This design comes from an exercise in tuning for small area, a short achievable clock period and few clock cycles per item on the open sky130 flow, not from production work.
In this exercise RTL edits were held to simulation tests only and were not proved equivalent to the original.

### flow/run.sh
#!/bin/bash
# synth_recipe.tcl (not shown) runs the flow's synth.tcl, then flattens the netlist and writes it again
# the make line also repeats each setting of config.mk as NAME=value (left out here)
make -C /OpenROAD-flow-scripts/flow DESIGN_CONFIG=/design/flow/config.mk WORK_HOME=/design/flow/orfs CLKGATE_MAP_FILE= SYNTH_SCRIPT=/design/flow/synth_recipe.tcl finish
### flow/design.v
module alu #(
  parameter int WIDTH = 32
) (
  input  logic             clk,
  input  logic             rst_b,
  input  logic [3:0]       opcode,
  input  logic [WIDTH-1:0] ibus,
  output logic [WIDTH-1:0] obus,
  output logic             fin
);
  localparam logic [3:0] OP_ADD = 4'b0011;
  localparam logic [3:0] OP_SUB = 4'b0100;
  localparam logic [3:0] OP_SHR = 4'b0101;
  localparam logic [3:0] OP_SHL = 4'b0110;
  localparam logic [3:0] OP_AND = 4'b0111;
  localparam logic [3:0] OP_OR  = 4'b1000;
  localparam logic [3:0] OP_NEG = 4'b1001;
  localparam logic [3:0] OP_MUL = 4'b1010;
  localparam logic [3:0] OP_DIV = 4'b1011;
  localparam logic [2:0] S_IDLE  = 3'd0;
  localparam logic [2:0] S_LOADY = 3'd1;
  localparam logic [2:0] S_EXEC  = 3'd2;
  localparam logic [2:0] S_MSTEP = 3'd3;
  localparam logic [2:0] S_ALIGN = 3'd4;
  localparam logic [2:0] S_DSTEP = 3'd5;
  localparam logic [2:0] S_OUTQ  = 3'd6;
  localparam logic [2:0] S_OUTR  = 3'd7;
  function automatic logic [5:0] lzc32(input logic [31:0] v);
    logic [15:0] z1, c1;
    logic [7:0]  z2;
    logic [15:0] c2;
    logic [3:0]  z3;
    logic [11:0] c3;
    logic [1:0]  z4;
    logic [7:0]  c4;
    logic        z5;
    logic [4:0]  c5;
    for (int i = 0; i < 16; i++) begin
      z1[i] = ~(v[2*i+1] | v[2*i]);
      c1[i] = ~v[2*i+1];
    end
    for (int i = 0; i < 8; i++) begin
      z2[i] = z1[2*i+1] & z1[2*i];
      c2[2*i +: 2] = z1[2*i+1] ? {1'b1, c1[2*i]} : {1'b0, c1[2*i+1]};
    end
    for (int i = 0; i < 4; i++) begin
      z3[i] = z2[2*i+1] & z2[2*i];
      c3[3*i +: 3] = z2[2*i+1] ? {1'b1, c2[2*(2*i) +: 2]} : {1'b0, c2[2*(2*i+1) +: 2]};
    end
    for (int i = 0; i < 2; i++) begin
      z4[i] = z3[2*i+1] & z3[2*i];
      c4[4*i +: 4] = z3[2*i+1] ? {1'b1, c3[3*(2*i) +: 3]} : {1'b0, c3[3*(2*i+1) +: 3]};
    end
    z5 = z4[1] & z4[0];
    c5 = z4[1] ? {1'b1, c4[3:0]} : {1'b0, c4[7:4]};
    lzc32 = z5 ? 6'd32 : {1'b0, c5};
  endfunction
  function automatic logic [32:0] rev33(input logic [32:0] v);
    for (int i = 0; i < 33; i++) rev33[i] = v[32-i];
  endfunction
  logic [2:0]  r_state;
  logic [3:0]  r_op;
  logic [31:0] r_x;      
  logic [33:0] r_y;      
  logic [31:0] r_acc;    
  logic        r_qm1;
  logic [5:0]  r_cnt;
  logic [5:0]  r_lzx, r_lzy;
  logic        r_sx, r_sy, r_yz;
  logic        r_fx, r_fa;   
  logic        w_op_valid;
  logic        w_is_mul, w_is_div;
  logic [35:0] w_a, w_b, w_sum;
  logic        w_binv, w_ci;
  logic [35:0] w_cs_s, w_cs_c;
  logic        w_neg0;
  logic [32:0] w_sh_in, w_sh_out, w_shl;
  logic        w_sh_left, w_sh_fill;
  logic [4:0]  w_sh_amt;
  logic [31:0] w_alu;
  logic [5:0]  w_k;
  logic        w_dq;
  logic [5:0]  w_lzy;
  assign w_op_valid = (opcode == OP_ADD) || (opcode == OP_SUB) || (opcode == OP_SHR) ||
                      (opcode == OP_SHL) || (opcode == OP_AND) || (opcode == OP_OR)  ||
                      (opcode == OP_NEG) || (opcode == OP_MUL) || (opcode == OP_DIV);
  assign w_is_mul = (r_op == OP_MUL);
  assign w_is_div = (r_op == OP_DIV);
  always_comb begin
    logic [2:0]  b0, b1;
    logic        one0, two0, one1, two1, neg1;
    logic [35:0] ys, m0, m1, p0, p1, a;
    b0 = {r_x[1:0], r_qm1};
    b1 = r_x[3:1];
    one0 = b0[1] ^ b0[0];
    two0 = (b0 == 3'b011) || (b0 == 3'b100);
    w_neg0 = b0[2] & ~(b0[1] & b0[0]);
    one1 = b1[1] ^ b1[0];
    two1 = (b1 == 3'b011) || (b1 == 3'b100);
    neg1 = b1[2] & ~(b1[1] & b1[0]);
    ys = {{2{r_y[33]}}, r_y};
    m0 = ({36{one0}} & ys) | ({36{two0}} & {ys[34:0], 1'b0});
    m1 = ({36{one1}} & ys) | ({36{two1}} & {ys[34:0], 1'b0});
    p0 = m0 ^ {36{w_neg0}};
    p1 = {m1[33:0] ^ {34{neg1}}, neg1, neg1};
    a  = {{4{r_acc[31]}}, r_acc};
    w_cs_s = a ^ p0 ^ p1;
    w_cs_c = {(a[34:0] & p0[34:0]) | (a[34:0] & p1[34:0]) | (p0[34:0] & p1[34:0]), neg1};
  end
  always_comb begin
    logic [35:0] bsrc;
    w_a    = 36'd0;
    bsrc   = {4'd0, r_x};
    w_binv = 1'b0;
    w_ci   = 1'b0;
    case (r_state)
      S_LOADY: begin                           
        bsrc   = {4'd0, r_x};
        w_binv = r_x[31];
      end
      S_EXEC: begin
        if (r_op == OP_NEG) begin
          bsrc   = {4'd0, r_x};
          w_binv = 1'b1;
        end else begin
          w_a    = {4'd0, r_x};
          bsrc   = {2'd0, r_y};
          w_binv = (r_op != OP_ADD);
        end
      end
      S_MSTEP: begin
        w_a  = w_cs_s;
        bsrc = w_cs_c;
      end
      S_DSTEP: begin                           
        w_a    = {4'd0, r_acc};
        bsrc   = {{2{r_y[33]}}, r_y};
        w_binv = ~r_sy;
      end
      S_OUTQ: begin                            
        bsrc   = {4'd0, r_x};
        w_binv = r_sx ^ r_sy;
      end
      default: begin                           
        bsrc   = {4'd0, r_acc};
        w_binv = r_sx;
      end
    endcase
    w_b   = bsrc ^ {36{w_binv}};
    w_ci  = (r_state == S_MSTEP) ? w_neg0 : w_binv;
    w_sum = w_a + w_b + {35'd0, w_ci};
  end
  always_comb begin
    logic [32:0] vl;
    w_sh_left = (r_state == S_ALIGN) || (r_op == OP_SHL);
    vl        = (r_state == S_ALIGN) ? r_y[32:0] : {1'b0, r_x};
    w_sh_in   = w_sh_left ? rev33(vl) : {r_x[31], r_x};
    w_sh_fill = ~w_sh_left & r_x[31];
    w_sh_amt  = (r_state == S_ALIGN) ? w_k[4:0] : r_y[4:0];
    w_sh_out  = 33'($signed({w_sh_fill, w_sh_in}) >>> w_sh_amt);
    w_shl     = rev33(w_sh_out);
  end
  always_comb begin
    case (r_op)
      OP_SHR:  w_alu = w_sh_out[31:0];
      OP_SHL:  w_alu = w_shl[31:0];
      OP_AND:  w_alu = r_x & r_y[31:0];
      OP_OR:   w_alu = r_x | r_y[31:0];
      default: w_alu = w_sum[31:0];
    endcase
  end
  always_comb begin
    logic [5:0] l;
    l     = lzc32(ibus ^ {32{ibus[31]}});
    w_lzy = l[5] ? 6'd31 : l;
  end
  assign w_k  = r_lzy - r_lzx;
  assign w_dq = ~w_sum[35];
  assign obus = ({32{r_fx}} & r_x) | ({32{r_fa}} & r_acc);
  always_ff @(posedge clk) begin
    if (rst_b) begin
      r_state <= S_IDLE;
      r_fx    <= 1'b0;
      r_fa    <= 1'b0;
      fin     <= 1'b0;
    end else begin
      r_fx <= 1'b0;
      r_fa <= 1'b0;
      fin  <= 1'b0;
      case (r_state)
        S_IDLE: begin
          if (w_op_valid) begin
            r_op    <= opcode;
            r_x     <= ibus;
            r_state <= S_LOADY;
          end
        end
        S_LOADY: begin
          r_y   <= {{2{ibus[31]}}, ibus};
          r_sy  <= ibus[31];
          r_yz  <= (ibus == 32'd0);
          r_lzy <= w_lzy;
          r_lzx <= lzc32(w_sum[31:0]);
          r_sx  <= r_x[31];
          r_acc <= w_is_div ? w_sum[31:0] : 32'd0;
          r_qm1 <= 1'b0;
          r_cnt <= '0;
          if (w_is_mul)      r_state <= S_MSTEP;
          else if (w_is_div) r_state <= S_ALIGN;
          else               r_state <= S_EXEC;
        end
        S_EXEC: begin
          r_acc   <= w_alu;
          r_fa    <= 1'b1;
          fin     <= 1'b1;
          r_state <= S_IDLE;
        end
        S_MSTEP: begin
          r_acc <= w_sum[35:4];
          r_x   <= {w_sum[3:0], r_x[31:4]};
          r_qm1 <= r_x[3];
          r_cnt <= r_cnt + 6'd1;
          if (r_cnt[2:0] == 3'd7) begin
            r_fx    <= 1'b1;
            fin     <= 1'b1;
            r_state <= S_OUTR;
          end
        end
        S_ALIGN: begin
          r_y   <= {r_sy, w_shl};
          r_cnt <= w_k;
          r_x   <= '0;
          if (w_k[5] || r_yz) r_state <= S_OUTQ;
          else                r_state <= S_DSTEP;
        end
        S_DSTEP: begin
          if (w_dq) r_acc <= w_sum[31:0];
          r_x   <= {r_x[30:0], w_dq};
          r_y   <= {r_y[33], r_y[33:1]};
          r_cnt <= r_cnt - 6'd1;
          if (r_cnt == 6'd0) r_state <= S_OUTQ;
        end
        S_OUTQ: begin
          r_x     <= r_yz ? 32'hFFFF_FFFF : w_sum[31:0];
          r_fx    <= 1'b1;
          fin     <= 1'b1;
          r_state <= S_OUTR;
        end
        default: begin                         
          if (w_is_div) r_acc <= w_sum[31:0];
          r_fa    <= 1'b1;
          fin     <= 1'b1;
          r_state <= S_IDLE;
        end
      endcase
    end
  end
endmodule
### flow/config.mk
export PLATFORM = sky130hd
export DESIGN_NAME = alu
export DESIGN_NICKNAME = alu
export VERILOG_FILES = /design/flow/design.v
export SDC_FILE = /design/flow/constraint.sdc
export NUM_CORES = 4
export LEC_CHECK = 0
export ABC_CLOCK_PERIOD_IN_PS = 4000
export CAP_MARGIN = 20
export CORE_MARGIN = 2
export CORE_UTILIZATION = 40
export SETUP_SLACK_MARGIN = 5
export SLEW_MARGIN = 20
### flow/constraint.sdc
create_clock -name core_clock -period 10.0 [get_ports {clk}]
set_input_delay 2.0000 -clock core_clock [delete_from_list [all_inputs] [get_ports {clk}]]
set_output_delay 2.0000 -clock core_clock [all_outputs]
set_load 0.01 [all_outputs]
==> results.yml, run 1 <==
global_route:
  first_global_vias: 20957
  globalRouteTotalUtil: 0.483
  grt_antenna_before_repair: 8
  grt_pass1_wl_mm: 163
  global_route.overflow_total: 0
  grt_max_degree: 80
die:
  fp.coreArea_sq_mm: 0.0463
  die_width_um: 220
  die_h_um: 220
  fp-row-count: 79
  initial_core_util: 0.403
  pin_count: 71
  full_die_area_sq_mm: 0.0483
critical_path:
  ordered_cell_list_for_the_critical_path: "inv_2, ha_4, buf_4, mux2_4, a22oi_2, xnor2_1, fa_2, a222oi_1, inv_1, ha_4, a211o_1, o211ai_1, a31oi_4, buf_4, buf_4, mux2_2, a211oi_4, a21oi_2, nand4_1, or4_4, o2111a_1"
  timing.critical_path.from: "r_x[2]"
  cp_peak_stage_delay_ns: 0.74
  crit_start_category: "register"
  reg2regPathDepth: 21
  worst_path_max_delay_cell: "a222oi_1"
  timing.rr.start: "r_x[2]"
  path_max_fanout: 13
  cp.required_ns: 10.21
  worst_path_most_repeated_cell: "buf_4"
  setup.worst_path.end_class: "register"
  reg2reg_setup_slack_ns: 3.86
  path_class: "reg2reg"
  timing.critical_path.arrival_ns: 6.36
  crit-reg2reg-capture: "r_lzx[2]"
clock_tree:
  htree_num_levels: 4
  hold_buffers: 0
  clk-insertion-delay-late_ns: 0.46
  cts_max_path_buffers: 2
  numClockSinks: 129
  clockRootBuffer: "clkbuf_16"
  number_of_buffers_created_by_cts: 17
  worst_setup_hold_path_clk_slew_ns: 0.07
  clock_tree_from_tritoncts: "built"
sta:
  final_hold_viol_count: 0
  fin_crit_sh: 0.614
  finalWorstSetupSlack_ns: 3.86
  slew-limit-headroom: 0.144
  fin_hold_ws_ns: 0.645
  report.final.slew_viol_count: 0
  finalClockSkew_ns: 0.0152
  endpoints_failing_setup: 0
  worst-slew-pin-transition_ns: 1.28
  finalWorstPathRequiredPeriod_ns: 6.14
  max_clock_freq_mhz: 163
  rsz_0062_raised_after_global_routing: "yes"
  final.setup.tns_ns: 0
placed_design:
  placed_cells_incl_taps: 2960
  detailed_place.area_sq_mm: 0.0205
  place_worst_setup_slack_ns: 2.96
  hpwl_mm: 81.1
  place.port_buffers: 70
  place_congestion: 1.05
synthesis:
  yosysTopAreaCell: "edfxtp_1"
  synth_seq_area_share: 0.205
  synth_edf_count: 123
  ys_top_cells_by_count: "nand2_1 (255), nor2_1 (229), a21oi_1 (217)"
  ys_async_sr_fraction: 0
  synthMostInstantiatedCell: "nand2_1"
  synth.lib_cells_used.distinct: 84
  mappedNetlistArea_sq_mm: 0.0186
  synth.yosys.warnings: 1
  fraction_of_synthesized_cell_area_taken_by_the_top_area_cell_type: 0.198
  synthesis.instances: 2443
  synth.area.top_cells: "edfxtp_1 (20%), a21oi_1 (5.8%), xnor2_1 (5.6%)"
  synth_seq_cells: 129
  ys.flop_type: "edfxtp_1"
  synth.avg_cell_area_sq_um: 7.63
  mapped_nets: 2569
detailed_routing:
  drcViolationCount: 0
  detail_route.wirelength_mm: 120
  routedWlPerCell_um: 37.9
  detailedRoute.firstIterationViolations: 4254
  vias: 23402
  first_pass_iters: 10
  via_per_inst: 7.42
  antenna_violating_nets_post_route: 0
hold_path:
  min_from: "r_sy"
  whs_path_depth: 2
  hold_path.class: "reg2reg"
  min_to: "r_y[33]"
run_status:
  outcome: "no timing/DRC/antenna violations"
finish:
  post_route_cells_drive_above_1_share: 0.259
  finalInstanceArea_sq_mm: 0.0243
  synthToLayoutAreaGrowth_pct: 30.6
  non_filler_instance_count_after_layout: 3153
  layout.nets: 2656
run:
  drv_cap: 0
## repair_timing
item                                    4_1_cts  5_1_grt
resized for setup                           226      136
endpoints found under the setup margin      103       83
setup buffers                               108       38
cloned                                       12        0
pin swaps                                    93       86
## per-stage QoR
stage,utilization
5_1_grt,0.526
4_1_cts,0.505
3_3_place_gp,0.442
2_1_floorplan,-
3_5_place_dp,0.443
6_report,0.526
## logic make-up after synthesis
family | after synthesis | synth area share
adders and majority gates | 88 | 0.0748
and+or+nand+nor | 667 | 0.157
buffers and inverters | 343 | 0.0711
DFF | 129 | 0.205
AOI/OAI and AO/OA | 961 | 0.346
xor gates and xnor gates | 138 | 0.0649
muxes | 117 | 0.0815
## placed cells by master (no fill, tap or decap), types with 24 or more instances in the layout
master,Yosys,final
a211oi_1,38,28
a21o_1,32,26
a21oi_1,217,189
a222oi_1,35,35
a22o_1,48,48
a22oi_1,98,54
a22oi_2,0,44
a31oi_1,32,28
buf_4,2,199
clkdlybuf4s50_1,0,70
edfxtp_1,123,123
fa_1,39,26
ha_4,0,27
inv_1,81,74
mux2i_1,73,66
mux4_2,26,26
nand2_1,255,246
nand3_1,31,28
nor2_1,229,217
nor3_1,33,28
o21a_1,26,24
o21ai_0,206,173
o22ai_1,26,24
xnor2_1,119,95
## sequential cells by signal (all words and copies together), names as in the netlist, 3 cells and up
signal and count:
r_lzx 6, r_lzy 5, r_y 34, r_op 4, r_acc 32, r_state 3
r_x 32, r_cnt 6
## routing by layer
layer	global-route usage	part of all wire	vias to the layer above	wire length, um
met4	0.325	0.084	4	10000
li1	-	-	9352	-
met1	0.634	0.37	11433	44600
met5	0	0.00022	-	26
met3	0.195	0.16	491	18700
met2	0.640	0.39	2122	46200
## worst max-delay path: cells and delay by family (launching register included)
kind / cells / cell delay (ns)
fa+ha+maj: 3 / 1.05
compound gates: 8 / 2.07
flops: 1 / 0.56
buf+inv: 5 / 0.76
xor+xnor: 1 / 0.17
simple gates: 2 / 0.66
mux: 2 / 0.60
## worst max path at each step
stage | to | cells after the start
floorplan | r_acc[0] | 22
finish | r_lzx[2] | 21
detailed placement | r_lzx[1] | 20
global route | r_acc[5] | 23
global placement | r_lzx[4] | 18
CTS | r_acc[0] | 23
## cell type report
cell class,count,area (sq um)
clock inverters,13,113
repair buffers,320,3130
well taps,607,759
inverters,86,354
fillers,4353,21900
diodes,3,7.51
multi-input cells,1976,15700
clock buffers,19,433
flip-flops and latches,129,3820
Testbench counts, summed over its fixed seeds: cycles 17,664, ops 3,200.
==> run 2, diff against run 1 <==
--- a/flow/config.mk
+++ b/flow/config.mk
@@ -7,3 +7,2 @@
 export LEC_CHECK = 0
-export ABC_CLOCK_PERIOD_IN_PS = 4000
 export CAP_MARGIN = 20
@@ -11,3 +10,2 @@
 export CORE_UTILIZATION = 40
-export SETUP_SLACK_MARGIN = 5
 export SLEW_MARGIN = 20
==> results.yml, run 2 <==
critical_path:
  path_max_fanout: 63
  timing.critical_path.arrival_ns: 7.75
  cp.required_ns: 10.22
  reg2regPathDepth: 20
  timing_endpoint_of_the_critical_path: "r_lzx[2]"
  timing.rr.start: "r_state[2]"
  setup.worst_path.end_class: "register"
  timing.critical_path.from: "r_state[2]"
  crit_start_category: "register"
  reg2reg_setup_slack_ns: 2.48
  crit-reg2reg-capture: "r_lzx[2]"
  path_class: "reg2reg"
clock_tree:
  cts_setup_buffers: 0
  clk-insertion-delay-late_ns: 0.47
  htree_num_levels: 4
  number_of_buffers_created_by_cts: 17
  cts_max_path_buffers: 2
  clockRootBuffer: "clkbuf_16"
  worst_setup_hold_path_clk_slew_ns: 0.07
  hold_buffers: 0
  numClockSinks: 129
  postCtsResizedCells: 0
  clock_tree_from_tritoncts: "built"
die:
  full_die_area_sq_mm: 0.0483
  die_h_um: 220
  fp-row-count: 79
  initial_core_util: 0.403
  pin_count: 71
  fp.coreArea_sq_mm: 0.0463
  die_width_um: 220
global_route:
  global_route.overflow_total: 0
  grt_use_met2: 0.583
  gr-usage-met1: 0.589
  grt_busiest_layer: "met1"
  first_global_vias: 19767
  globalRouteTotalUtil: 0.432
  globalRouteMet3Util: 0.153
  grt_antenna_before_repair: 10
  grt_pass1_wl_mm: 148
  grt_max_degree: 67
detailed_routing:
  via_per_inst: 7.31
  detailedRoute.firstIterationViolations: 3945
  detail_route.wirelength_mm: 106
  drcViolationCount: 0
  routedWlPerCell_um: 35.4
  antenna_violating_nets_post_route: 0
  first_pass_iters: 10
  vias: 21924
synthesis:
  synth_edf_count: 123
  mappedNetlistArea_sq_mm: 0.0186
  fraction_of_synthesized_cell_area_taken_by_the_top_area_cell_type: 0.198
  mapped_nets: 2569
  synth.yosys.warnings: 1
  synth_seq_area_share: 0.205
  synthesis.instances: 2443
  synth.lib_cells_used.distinct: 84
  ys_async_sr_fraction: 0
  ys.flop_type: "edfxtp_1"
  yosysTopAreaCell: "edfxtp_1"
  synth.area.top_cells: "edfxtp_1 (20%), a21oi_1 (5.8%), xnor2_1 (5.6%)"
  synth.avg_cell_area_sq_um: 7.63
  ys_top_cells_by_count: "nand2_1 (255), nor2_1 (229), a21oi_1 (217)"
  synth_seq_cells: 129
  synthMostInstantiatedCell: "nand2_1"
finish:
  post_route_cells_drive_above_1_share: 0.0931
  largest_register: "r_y"
  layout.nets: 2498
  reg_top3: "r_y (34), r_acc (32), r_x (32)"
  sequential_area_sq_mm: 0.00382
  synthToLayoutAreaGrowth_pct: 10.4
  multi_input_area_sq_mm: 0.0136
  filler_cell_count: 4740
  largest_register_ffs: 34
  mostFrequentLayoutCell: "nand2_1"
  non_filler_instance_count_after_layout: 2998
  finalInstanceArea_sq_mm: 0.0206
  final_cell_mix: "nand2_1 (254), nor2_1 (225), a21oi_1 (216)"
sta:
  final.setup.tns_ns: 0
  final_hold_viol_count: 0
  worst-slew-pin-transition_ns: 1.27
  fin_crit_sh: 0.752
  slew-limit-headroom: 0.128
  finalWorstPathRequiredPeriod_ns: 7.52
  report.final.slew_viol_count: 0
  max_clock_freq_mhz: 133
  fin_hold_ws_ns: 0.614
  rsz_0062_raised_after_global_routing: "no"
  endpoints_failing_setup: 0
  finalClockSkew_ns: 0.0161
placed_design:
  hpwl_mm: 77.4
  detailed_place.area_sq_mm: 0.0200
  place_congestion: 1.05
  placed_cells_incl_taps: 2960
  place.port_buffers: 70
run_status:
  outcome: "no timing/DRC/antenna violations"
hold_path:
  whs_path_depth: 2
  hold_path.class: "reg2reg"
run:
  drv_cap: 0
-- run 2: logic make-up (layout without fill, tap and decap cells) --
kind of cell             count (synthesis)  count (layout)  share of synthesized area
AO/OA/AOI/OAI                          961             961                      0.346
AND/OR/NAND/NOR                        667             667                      0.157
buffers and inverters                  343             285                     0.0711
XOR/XNOR                               138             138                     0.0649
flip-flops                             129             129                      0.205
multiplexers                           117             117                     0.0815
adder cells (fa/ha/maj)                 88              88                     0.0748
other                                    0               6                          0
-- run 2: how the worst min path moves through the flow --
| stage | end | start | slack (ns) |
|---|---|---|---|
| after floorplan | r_sx | r_x[31] | 0.47 |
| after global placement | r_y[33] | r_sy | 0.59 |
| after detailed placement | r_y[33] | r_sy | 0.60 |
| after CTS | r_y[33] | r_sy | 0.61 |
| after global routing | r_y[33] | r_sy | 0.63 |
| final | r_y[33] | r_sy | 0.61 |
-- run 2: layout make-up --
class | instances | area share
clock buffer | 19 | 0.0210
multi-input combinational | 1971 | 0.663
tap | 607 | 0.0369
timing repair buffer | 167 | 0.0695
sequential | 129 | 0.186
antenna | 6 | 0.000730
inverter | 86 | 0.0157
clock inverter | 13 | 0.00754
-- run 2: per-stage QoR --
| stage | setup WS (ns) | util |
|---|---|---|
| floorplan | 1.24 | - |
| global placement | 2.84 | 0.431 |
| detailed placement | 2.80 | 0.432 |
| CTS | 2.79 | 0.444 |
| global route | 2.33 | 0.444 |
| finish | 2.48 | 0.445 |
-- run 2: critical path: stages, from the launching register on --
cell	delay, ns
dfxtp_2	0.31
buf_4	0.58
nor2b_2	0.29
and2_1	0.13
buf_4	0.47
inv_1	0.41
o21ai_2	0.43
a221oi_1	0.21
a21oi_1	0.21
xnor2_1	0.12
fa_1	0.47
nor2b_1	0.20
o2111ai_1	0.19
a211oi_1	0.77
o21ai_0	0.51
a2111oi_0	0.53
a211oi_1	0.20
a21oi_1	0.29
nand4_1	0.19
or4_4	0.49
o2111a_1	0.26
-- run 2: routing by layer --
metal  vias to the layer above  routed length (um)
met3                       421               16200
met4                         8                7460
li1                       9038                   -
met5                         -                  78
met1                     10482               41200
met2                      1975               41100

-- what the ideal ports hide --
How much do the figures lean on ideal ports? The routed layouts below were timed once more, with nothing changed but the port constraints. Step 1: set_driving_cell puts a clkbuf_16 on clk and a buf_2 on each other input, an assumption about the parent block. Step 2, shift: input delay + t, output delay - t, t = (earliest + latest rising clock arrival at the registers) / 2. This alone moves slack from input paths to output paths. Slacks: ideal / step 1 / step 2; pairs: ideal / step 1.
run | t (ns) | setup WS [ns] | hold WS [ns] | worst slew at a driven data input, ns | cell pins on the clock port's net
run 1 | 0.506 | 3.859 / 3.859 / 3.859 | 0.645 / 0.645 / 0.645 | 0.04 | 1
run 2 | 0.518 | 2.475 / 2.475 / 2.475 | 0.614 / 0.614 / 0.614 | 0.04 | 1
After both steps setup and hold are still met in every run listed.
